This design comes from an exercise in tuning for small area, a short achievable clock period and few clock cycles per item on the open sky130 flow, not from production work. In this exercise RTL edits were held to simulation tests only and were not proved equivalent to the original. Power is estimated from default activity; no workload was simulated.

## flow/config.mk

```make
export PLATFORM = sky130hd
export DESIGN_NAME = buddy_block_allocate_core
export DESIGN_NICKNAME = buddy_block_allocate_core
export VERILOG_FILES = /design/flow/design.v
export SDC_FILE = /design/flow/constraint.sdc
export NUM_CORES = 4
export LEC_CHECK = 0
export CAP_MARGIN = 20
export CORE_MARGIN = 2
export CORE_UTILIZATION = 40
export SLEW_MARGIN = 20
```

## flow/constraint.sdc

```tcl
create_clock -name core_clock -period 10.0 [get_ports {clk}]
set_input_delay 2.0000 -clock core_clock [delete_from_list [all_inputs] [get_ports {clk}]]
set_output_delay 2.0000 -clock core_clock [all_outputs]
set_load 0.01 [all_outputs]
```

## flow/design.v

```verilog
`timescale 1ns / 1ps
package bba_pkg;
	localparam int LEVELS      = 16;
	localparam int ADDR_BITS   = 32;
	localparam int STACK_DEPTH = 2;
	localparam int LVL_W  = $clog2(LEVELS);
	localparam int SIZE_W     = 32;
	localparam int OFF_W      = 32;
	localparam int OUT_LVL_W  = 4;
	localparam int STATUS_W   = 2;
	localparam int MLOG2_W    = 5;
	localparam int TOP_W      = 4;
	localparam int CFG_IDX_W  = 2;
	localparam int CFG_DATA_W = 5;
	localparam int UNIT_W = LEVELS - 1;
	localparam logic [STATUS_W-1:0] ST_GRANT     = 2'd0;
	localparam logic [STATUS_W-1:0] ST_TOO_LARGE = 2'd1;
	localparam logic [STATUS_W-1:0] ST_NO_MEM    = 2'd2;
	localparam logic [CFG_IDX_W-1:0] REG_MIN_LOG2  = 2'd0;
	localparam logic [CFG_IDX_W-1:0] REG_TOP_LEVEL = 2'd1;
	localparam logic [MLOG2_W-1:0] MLOG2_RST = 5'd4;
	localparam logic [TOP_W-1:0]   TOP_RST   = 4'd10;
endpackage
`timescale 1ns / 1ps
import bba_pkg::*;
module bba_cell (
	input  logic [SIZE_W-1:0]   size,
	input  logic [MLOG2_W-1:0]  min_log2,
	input  logic [TOP_W-1:0]    top,
	output logic [LEVELS-1:0]   ge,         
	output logic [LVL_W-1:0]    want,
	output logic                too_large
);
	logic [SIZE_W-1:0] size_m1;
	logic [5:0]        clog;       
	logic [5:0]        d;
	assign size_m1 = size - SIZE_W'(1);
	always_comb begin
		clog = '0;
		if (size != '0)
			for (int b = 0; b < SIZE_W; b++)
				if (size_m1[b])
					clog = 6'(b + 1);
	end
	assign d = clog - 6'(min_log2);
	always_comb begin
		for (int k = 0; k < LEVELS; k++)
			ge[k] = (7'(clog) <= 7'(min_log2) + 7'(k));
	end
	assign too_large = (7'(clog) > 7'(min_log2) + 7'(top));
	assign want      = (clog > 6'(min_log2)) ? d[LVL_W-1:0] : '0;
endmodule
`timescale 1ns / 1ps
import bba_pkg::*;
module buddy_block_allocate_core (
	input  logic                  clk,
	input  logic                  arst_n,
	input  logic                  in_valid,
	output logic                  in_ready,
	input  logic [SIZE_W-1:0]     req_size,
	output logic                  out_valid,
	input  logic                  out_ready,
	output logic [STATUS_W-1:0]   status,
	output logic [OFF_W-1:0]      block_offset,
	output logic [OUT_LVL_W-1:0]  block_level,
	input  logic                  cfg_valid,
	output logic                  cfg_ready,
	input  logic [CFG_IDX_W-1:0]  cfg_index,
	input  logic [CFG_DATA_W-1:0] cfg_data
);
	logic go_q;
	logic              r_req_q;
	logic              r_cfg0_q;
	logic              r_cfg1_q;
	logic [SIZE_W-1:0] r_data_q;    
	assign in_ready  = go_q;
	assign cfg_ready = go_q;
	always_ff @(posedge clk or negedge arst_n) begin
		if (!arst_n) begin
			r_req_q  <= 1'b0;
			r_cfg0_q <= 1'b0;
			r_cfg1_q <= 1'b0;
		end else if (go_q) begin
			r_req_q  <= in_valid;
			r_cfg0_q <= cfg_valid && (cfg_index == REG_MIN_LOG2);
			r_cfg1_q <= cfg_valid && (cfg_index == REG_TOP_LEVEL);
		end
	end
	always_ff @(posedge clk) begin
		if (go_q) begin
			r_data_q[SIZE_W-1:CFG_DATA_W] <= req_size[SIZE_W-1:CFG_DATA_W];
			r_data_q[CFG_DATA_W-1:0]      <= cfg_valid ? cfg_data : req_size[CFG_DATA_W-1:0];
		end
	end
	logic [MLOG2_W-1:0] mlog2_q;
	logic [TOP_W-1:0]   top_q;
	logic [LEVELS-1:0]  f_ge;
	logic [LVL_W-1:0]   f_want;
	logic               f_too_large;
	bba_cell u_fit (
		.size      (r_data_q),
		.min_log2  (mlog2_q),
		.top       (top_q),
		.ge        (f_ge),
		.want      (f_want),
		.too_large (f_too_large)
	);
	always_ff @(posedge clk or negedge arst_n) begin
		if (!arst_n) begin
			mlog2_q <= MLOG2_RST;
			top_q   <= TOP_RST;
		end else if (go_q) begin
			if (r_cfg0_q)
				mlog2_q <= r_data_q[MLOG2_W-1:0];
			if (r_cfg1_q)
				top_q <= r_data_q[TOP_W-1:0];
		end
	end
	logic              a_req_q;
	logic              a_init_q;
	logic              a_tl_q;
	logic [LEVELS-1:0] a_ge_q;      
	logic [LVL_W-1:0]  a_want_q;
	always_ff @(posedge clk or negedge arst_n) begin
		if (!arst_n) begin
			a_req_q  <= 1'b0;
			a_init_q <= 1'b0;
		end else if (go_q) begin
			a_req_q  <= r_req_q;
			a_init_q <= r_cfg0_q || r_cfg1_q;
		end
	end
	always_ff @(posedge clk) begin
		if (go_q) begin
			a_tl_q   <= f_too_large;
			a_ge_q   <= (r_req_q && !f_too_large) ? f_ge : '0;
			a_want_q <= f_want;
		end
	end
	logic [LEVELS-1:0] vld_q;
	logic [UNIT_W-1:0] off_w [LEVELS];    
	logic [LEVELS-1:0] avail;
	logic [LEVELS-1:0] pre;               
	logic [LEVELS-1:0] src;               
	logic [LEVELS-1:0] push;              
	logic              found;
	logic [UNIT_W-1:0] src_off;
	logic [UNIT_W-1:0] new_off;
	logic [UNIT_W-1:0] below_top;
	logic [LEVELS-1:0] top_hot;
	assign avail = vld_q & a_ge_q & {LEVELS{go_q}};
	always_comb begin
		pre[0] = avail[0];
		for (int k = 1; k < LEVELS; k++)
			pre[k] = pre[k-1] | avail[k];
	end
	assign found = pre[LEVELS-1];
	assign src   = avail & ~{pre[LEVELS-2:0], 1'b0};
	assign push  = a_ge_q & ~pre & {LEVELS{found}};
	always_comb begin
		for (int i = 0; i < UNIT_W; i++) begin
			src_off[i] = 1'b0;
			for (int k = 0; k < UNIT_W; k++)
				if (k < i) src_off[i] = src_off[i] | (src[k] & off_w[k][i]);
		end
	end
	assign new_off = ~pre[UNIT_W-1:0] | src_off;
	always_comb begin
		for (int k = 0; k < LEVELS; k++)
			top_hot[k] = (top_q == LVL_W'(k));
		for (int i = 0; i < UNIT_W; i++)
			below_top[i] = (LVL_W'(i) < top_q);
	end
	always_ff @(posedge clk or negedge arst_n) begin
		if (!arst_n)
			vld_q <= LEVELS'(1) << TOP_RST;
		else if (go_q && a_init_q)
			vld_q <= top_hot;
		else
			vld_q <= (vld_q & ~src) | push;
	end
	for (genvar j = 0; j < LEVELS; j++) begin : g_lvl
		if (j < UNIT_W - 1) begin : g_off
			logic [UNIT_W-1:j+1] off_q;
			always_ff @(posedge clk) begin
				if (push[j])
					off_q <= new_off[UNIT_W-1:j+1];
			end
			assign off_w[j] = {off_q, (j + 1)'(0)};
		end else begin : g_none
			assign off_w[j] = '0;
		end
	end
	logic                produce;
	logic [STATUS_W-1:0] res_st;
	logic [LVL_W-1:0]    res_lvl;
	logic [UNIT_W-1:0]   res_off;
	assign produce = go_q && a_req_q;
	assign res_st  = a_tl_q ? ST_TOO_LARGE : (found ? ST_GRANT : ST_NO_MEM);
	assign res_lvl = found ? a_want_q : '0;
	assign res_off = (src_off | push[UNIT_W-1:0]) & below_top;
	logic                o_vld_q, s_vld_q;
	logic [STATUS_W-1:0] o_st_q, s_st_q;
	logic [LVL_W-1:0]    o_lvl_q, s_lvl_q;
	logic [UNIT_W-1:0]   o_off_q, s_off_q;
	logic [MLOG2_W-1:0]  o_m_q, s_m_q;
	logic                o_free;
	logic                o_vld_d, s_vld_d;
	assign o_free  = !o_vld_q || out_ready;
	assign o_vld_d = o_free ? (s_vld_q || produce) : 1'b1;
	assign s_vld_d = o_free ? (s_vld_q && produce) : (s_vld_q || produce);
	always_ff @(posedge clk or negedge arst_n) begin
		if (!arst_n) begin
			o_vld_q <= 1'b0;
			s_vld_q <= 1'b0;
			go_q    <= 1'b1;
		end else begin
			o_vld_q <= o_vld_d;
			s_vld_q <= s_vld_d;
			go_q    <= !(o_vld_d && s_vld_d);
		end
	end
	always_ff @(posedge clk) begin
		if (produce) begin
			s_st_q  <= res_st;
			s_lvl_q <= res_lvl;
			s_off_q <= res_off;
			s_m_q   <= mlog2_q;
		end
		if (o_free) begin
			if (s_vld_q) begin
				o_st_q  <= s_st_q;
				o_lvl_q <= s_lvl_q;
				o_off_q <= s_off_q;
				o_m_q   <= s_m_q;
			end else begin
				o_st_q  <= res_st;
				o_lvl_q <= res_lvl;
				o_off_q <= res_off;
				o_m_q   <= mlog2_q;
			end
		end
	end
	assign out_valid    = o_vld_q;
	assign status       = o_st_q;
	assign block_level  = o_lvl_q;
	assign block_offset = OFF_W'(o_off_q) << o_m_q;
endmodule
```

## flow/run.sh

```bash
#!/bin/bash
# synth_recipe.tcl (not shown) runs the flow's synth.tcl, then flattens the netlist and writes it again
# the make line also repeats each setting of config.mk as NAME=value (left out here)
make -C /OpenROAD-flow-scripts/flow DESIGN_CONFIG=/design/flow/config.mk WORK_HOME=/design/flow/orfs CLKGATE_MAP_FILE= SYNTH_SCRIPT=/design/flow/synth_recipe.tcl finish
```

==> notes.md <==
The aggregate global-route resource usage is 19.62%. Headroom to the max-slew limit came out at 27.75%. The global routing met3 resource utilization came out at 2.366%. The switching part of the total power is 42.39%. The number of distinct standard cells referenced by the synthesized netlist is 86. The reported max-cap violation count is 0. The actual slew at the worst max-slew pin came out at 1081 ps. The number of hold buffers added after cts came out at 0. The data required time at the worst endpoint is 10370 ps.

Clock tree synthesis selected as its root buffer the cell sky130_fd_sc_hd__clkbuf_16. The net switching power of the design is 2.702 mW. The average size of a mapped cell is 10.54 µm². The later-pin clock latency in the skew report came out at 550 ps. The footprint of the multi-input gates came out at 6746 µm².

The total nets after synthesis is 1499. TritonCTS built the clock tree. The worst ir drop on vdd is 0.1796 mV. The first-pass GRT wire length is 59.78 mm. The largest net degree at the start of global routing came out at 49. The leading register cell type out of synthesis is sky130_fd_sc_hd__edfxtp_1. The number of DRC violations after detailed-routing iteration 0 came out at 775. In this run, post-CTS repair resized a total of 0 instances. The number of diodes added for antenna fixing is 0. During synthesis, Yosys emitted a total of 3 warnings. The final sum of negative setup slack came out at 0 ps. The path class of the tightest hold or removal check is flop to flop.

STA classifies the critical path startpoint as a flop. The number of global-route vias before repair came out at 10750. The fraction of registers with async set/reset is 13.58%. The number of buffers on the longest clock path is 3.

The final-report hold violation count is 0. The number of buffers created by CTS is 28. STA classifies the critical path endpoint as a flop. The sequential-to-total area share from yosys stat is 49.58%. The via total after detailed routing came out at 10930. The post-synthesis instance area came out at 14400 µm².

The count of buffers added by post-CTS timing repair for setup came out at 0. Clock-pin slew was measured on the worst setup and hold paths at 60 ps. Setup repair after global routing left no endpoint under its margin.

The TritonCTS sink count came out at 243. The flip-flop and latch area is 7142 µm². The kind of critical path is flop to flop. The flow ran to the end and the layout has no timing, DRC or antenna violations. Static timing analysis puts the maximum clock frequency at 0.1822 GHz.

The share of total power in the clock network is 15.6%. The final setup violation count came out at 0. Yosys mapped a number of flops with a built-in enable equal to 210. The last weighted congestion value of the routability-driven placer came out at 0.8952. The final worst clock skew is 17.67 ps. The count of TritonRoute iterations in the first routing pass came out at 5.

The fill cell instance count of the final layout is 3322. Measured along the y axis, the die boundary spans 193.7 µm. CTS built an H-tree with a depth of 1. After detailed routing, the total wire length is 37.64 mm.

After global routing, the most crowded layer is met2. The remaining global-route overflow is 0. The number of design rule violations left after detail routing is 0. The worst-case hold slack came out at 512.8 ps. The fraction of met1 tracks used by global routing is 26.38%.

The leakage power of the design came out at 6.273 nW. The total number of nets in the final design is 1554. The arrival time reported for the critical path endpoint is 5860 ps.

The worst path in the final design needs a cycle of 5488 ps, including I/O delays and setup. The standard-cell row count is 69. Once the floorplan was initialized, standard cells occupied 40.57% of the core.

The maximum fanout along the worst path came out at 16. The combinational power share is 50.2%. The average wire length per cell after detail routing is 19.77 µm. The number of max-slew violations in the final report is 0. The cell-internal power came out at 3.673 mW. The power share of the sequential group came out at 34.2%. The fraction of the cycle the final worst path needs came out at 54.88%.

The number of nets with antenna violations after routing came out at 0. The number of vias per cell is 5.742. The overall power after layout is 6.375 mW. The number of antenna violations at the first check in global routing is 0. The power density relative to cell area came out at 385.2 nW/µm². Summed over all nets, the half-perimeter wirelength after detailed placement is 26.84 mm. The overall die area came out at 37520 µm².

The die width came out at 193.7 µm. The count of input and output buffers came out at 84. The core region is 35480 µm². The synthesis-stage register bit count came out at 243.

The synthesized instance count came out at 1366. The fraction of met2 tracks used by global routing came out at 33.06%. For this design the top-level I/O count stands at 85. The ratio of cells with drive above 1 in the final layout is 8.385%.

The area added between synthesis and finish came out at 14.96%. The utilization of the core after routing is 46.64%.
==> cell usage in the layout, fill, tap and decap left out, drive strengths merged, types with 7 or more instances in the layout <==
cell type      synthesis  routed
nand3                 40      40
o22ai                 22      22
nand2                122     122
and2                  13      13
buf                   17      15
ha                    87      87
clkdlybuf4s50          0      83
edfxtp               210     210
o21a                   7       7
nor2                 110     110
a22oi                 19      19
nor4                   9       9
a21o                  33      33
clkinv                 1      14
a21oi                 85      85
o31ai                 14      14
nor2b                 21      21
a31oi                 26      26
dfrtp                 28      28
o21ai                 70      70
mux2                  30      30
inv                   59      59
a41oi                 14      14
mux2i                 23      23
xnor2                 30      30
clkbuf                57      35
or3                    9       9
and3                  18      18
a221oi                14      14
a211oi                17      17
nor3b                 11      11
or2                    9       9
nand4                 15      15
nand2b                21      21
nor3                  22      22
==> worst max-delay path, cell delays in order, from the launching register on <==
cell and delay (ps):
sky130_fd_sc_hd__edfxtp_1 490, sky130_fd_sc_hd__inv_1 160, sky130_fd_sc_hd__ha_1 370, sky130_fd_sc_hd__nor2b_1 330
sky130_fd_sc_hd__nand2_1 280, sky130_fd_sc_hd__nor2_1 270, sky130_fd_sc_hd__a22oi_1 90, sky130_fd_sc_hd__o21ai_0 340
sky130_fd_sc_hd__nand3_1 130, sky130_fd_sc_hd__o2111a_1 260, sky130_fd_sc_hd__nor3b_1 690, sky130_fd_sc_hd__ha_1 380
sky130_fd_sc_hd__nor2b_1 130, sky130_fd_sc_hd__o21a_1 160, sky130_fd_sc_hd__o21a_1 160, sky130_fd_sc_hd__o21a_1 160
sky130_fd_sc_hd__o21ai_0 150, sky130_fd_sc_hd__a32oi_1 100, sky130_fd_sc_hd__nand2b_1 430, sky130_fd_sc_hd__nor2_1 250
==> logic make-up (layout without fill, tap and decap cells) <==
| kind of cell | Yosys count | in the layout | share of synthesized area, % |
|---|---|---|---|
| compound gates | 377 | 377 | 17.69 |
| buf+inv | 134 | 211 | 3.633 |
| flops | 243 | 243 | 49.58 |
| fa+ha+maj | 89 | 89 | 7.839 |
| xor+xnor | 35 | 35 | 2.129 |
| simple gates | 434 | 434 | 15.03 |
| mux | 54 | 54 | 4.102 |
==> power by group through the flow <==
stage	Sequential [mW]	Clock (mW)	Combinational (mW)
detailed placement	2.20	0	3.18
floorplan	1.99	0	2.28
CTS	2.18	1.02	3.21
global placement	2.18	0	3.12
global route	2.23	1.06	3.56
finish	2.18	0.996	3.20
==> per-layer routing <==
layer / part of all wire, % / wire length [µm]
met5: 0 / 0
met4: 2.9 / 1106
met3: 4.7 / 1771
met2: 47 / 17760
met1: 45 / 17000
==> flip-flops by register name (all words and copies together), names as in the netlist, 4 cells and up, named ones only <==
name and cells:
vld_q 16, a_ge_q 16, o_lvl_q 4, s_m_q 5, mlog2_q 5, s_off_q 15
o_m_q 5, o_off_q 15, g_lvl.g_off.off_q 104, top_q 4, a_want_q 4, r_data_q 32
s_lvl_q 4
==> stage by stage <==
stage | setup WS [ps] | area (µm²) | cells
2_1_floorplan | 5383 | 14400 | 1366
3_3_place_gp | 4584 | 15630 | 1852
3_5_place_dp | 4433 | 15630 | 1852
4_1_cts | 4405 | 16540 | 1904
5_1_grt | 3973 | 16550 | 1904
6_report | 4512 | 16550 | 1904
==> cell type report <==
class | instances | area share (%)
flip-flops and latches | 243 | 43.15
multi-input cells | 989 | 40.77
repair buffers | 99 | 5.731
clock buffers | 34 | 4.430
well taps | 461 | 3.485
inverters | 60 | 1.361
clock inverters | 18 | 1.074
==> synthesized netlist by cell type, drive strengths merged (11+ instances only) <==
| master | instances | area share (%) |
|---|---|---|
| edfxtp | 210 | 44 |
| nand2 | 122 | 3.2 |
| nor2 | 110 | 2.9 |
| ha | 87 | 7.6 |
| a21oi | 85 | 3.0 |
| o21ai | 70 | 2.4 |
| inv | 59 | 1.5 |
| clkbuf | 57 | 1.5 |
| nand3 | 40 | 1.4 |
| a21o | 33 | 1.7 |
| mux2 | 30 | 2.3 |
| xnor2 | 30 | 1.8 |
| dfrtp | 28 | 4.9 |
| a31oi | 26 | 1.2 |
| mux2i | 23 | 1.6 |
| nor3 | 22 | 0.88 |
| o22ai | 22 | 0.96 |
| nand2b | 21 | 0.91 |
| nor2b | 21 | 0.91 |
| a22oi | 19 | 0.99 |
| and3 | 18 | 0.78 |
| a211oi | 17 | 0.96 |
| buf | 17 | 0.58 |
| nand4 | 15 | 0.70 |
| a221oi | 14 | 0.85 |
| a41oi | 14 | 0.85 |
| o31ai | 14 | 0.73 |
| and2 | 13 | 0.56 |
| nor3b | 11 | 0.57 |
==> path summary, 6_finish.rpt <==
path	startpoint	to	slack (ps)	cells after the start
min in group asynchronous	arst_n	vld_q[5]	1590	1
worst max-delay path	r_data_q[0]	a_ge_q[2]	4510	19
worst min-delay path	vld_q[15]	vld_q[15]	510	2
max in group asynchronous	arst_n	vld_q[15]	7820	1
worst min register to register	vld_q[15]	vld_q[15]	510	2
worst max register to register	r_data_q[0]	a_ge_q[2]	4510	19
Testbench counts, summed over its fixed seeds: cycles 2,462, items 2,304.

-- separate check: timing with driven ports --
How much do the figures lean on ideal ports? The routed layout below was timed once more, with nothing changed but the port constraints. Step 1, drivers: a clkbuf_16 drives clk and a buf_2 each remaining input, both assumed. Step 2 adds t to the input delays and takes it off the output delays; t is the mean of the earliest and latest rising clock arrival at the registers after step 1. Input paths then give back, and output paths get back, about the clock's delay inside the block. a / b / c = ideal / step 1 / step 2; a / b = the first two.
shift t [ns]: 0.586
setup WS [ns]: 4.512 / 4.512 / 4.512
hold slack, ns: 0.513 / 0.513 / 0.513
slew at the worst register clock pin (ns): 0.06 / 0.06
After both steps setup and hold are still met in this run. For this run, drivers alone change the setup slack by 0.000 ns; drivers and shift together by 0.000 ns.
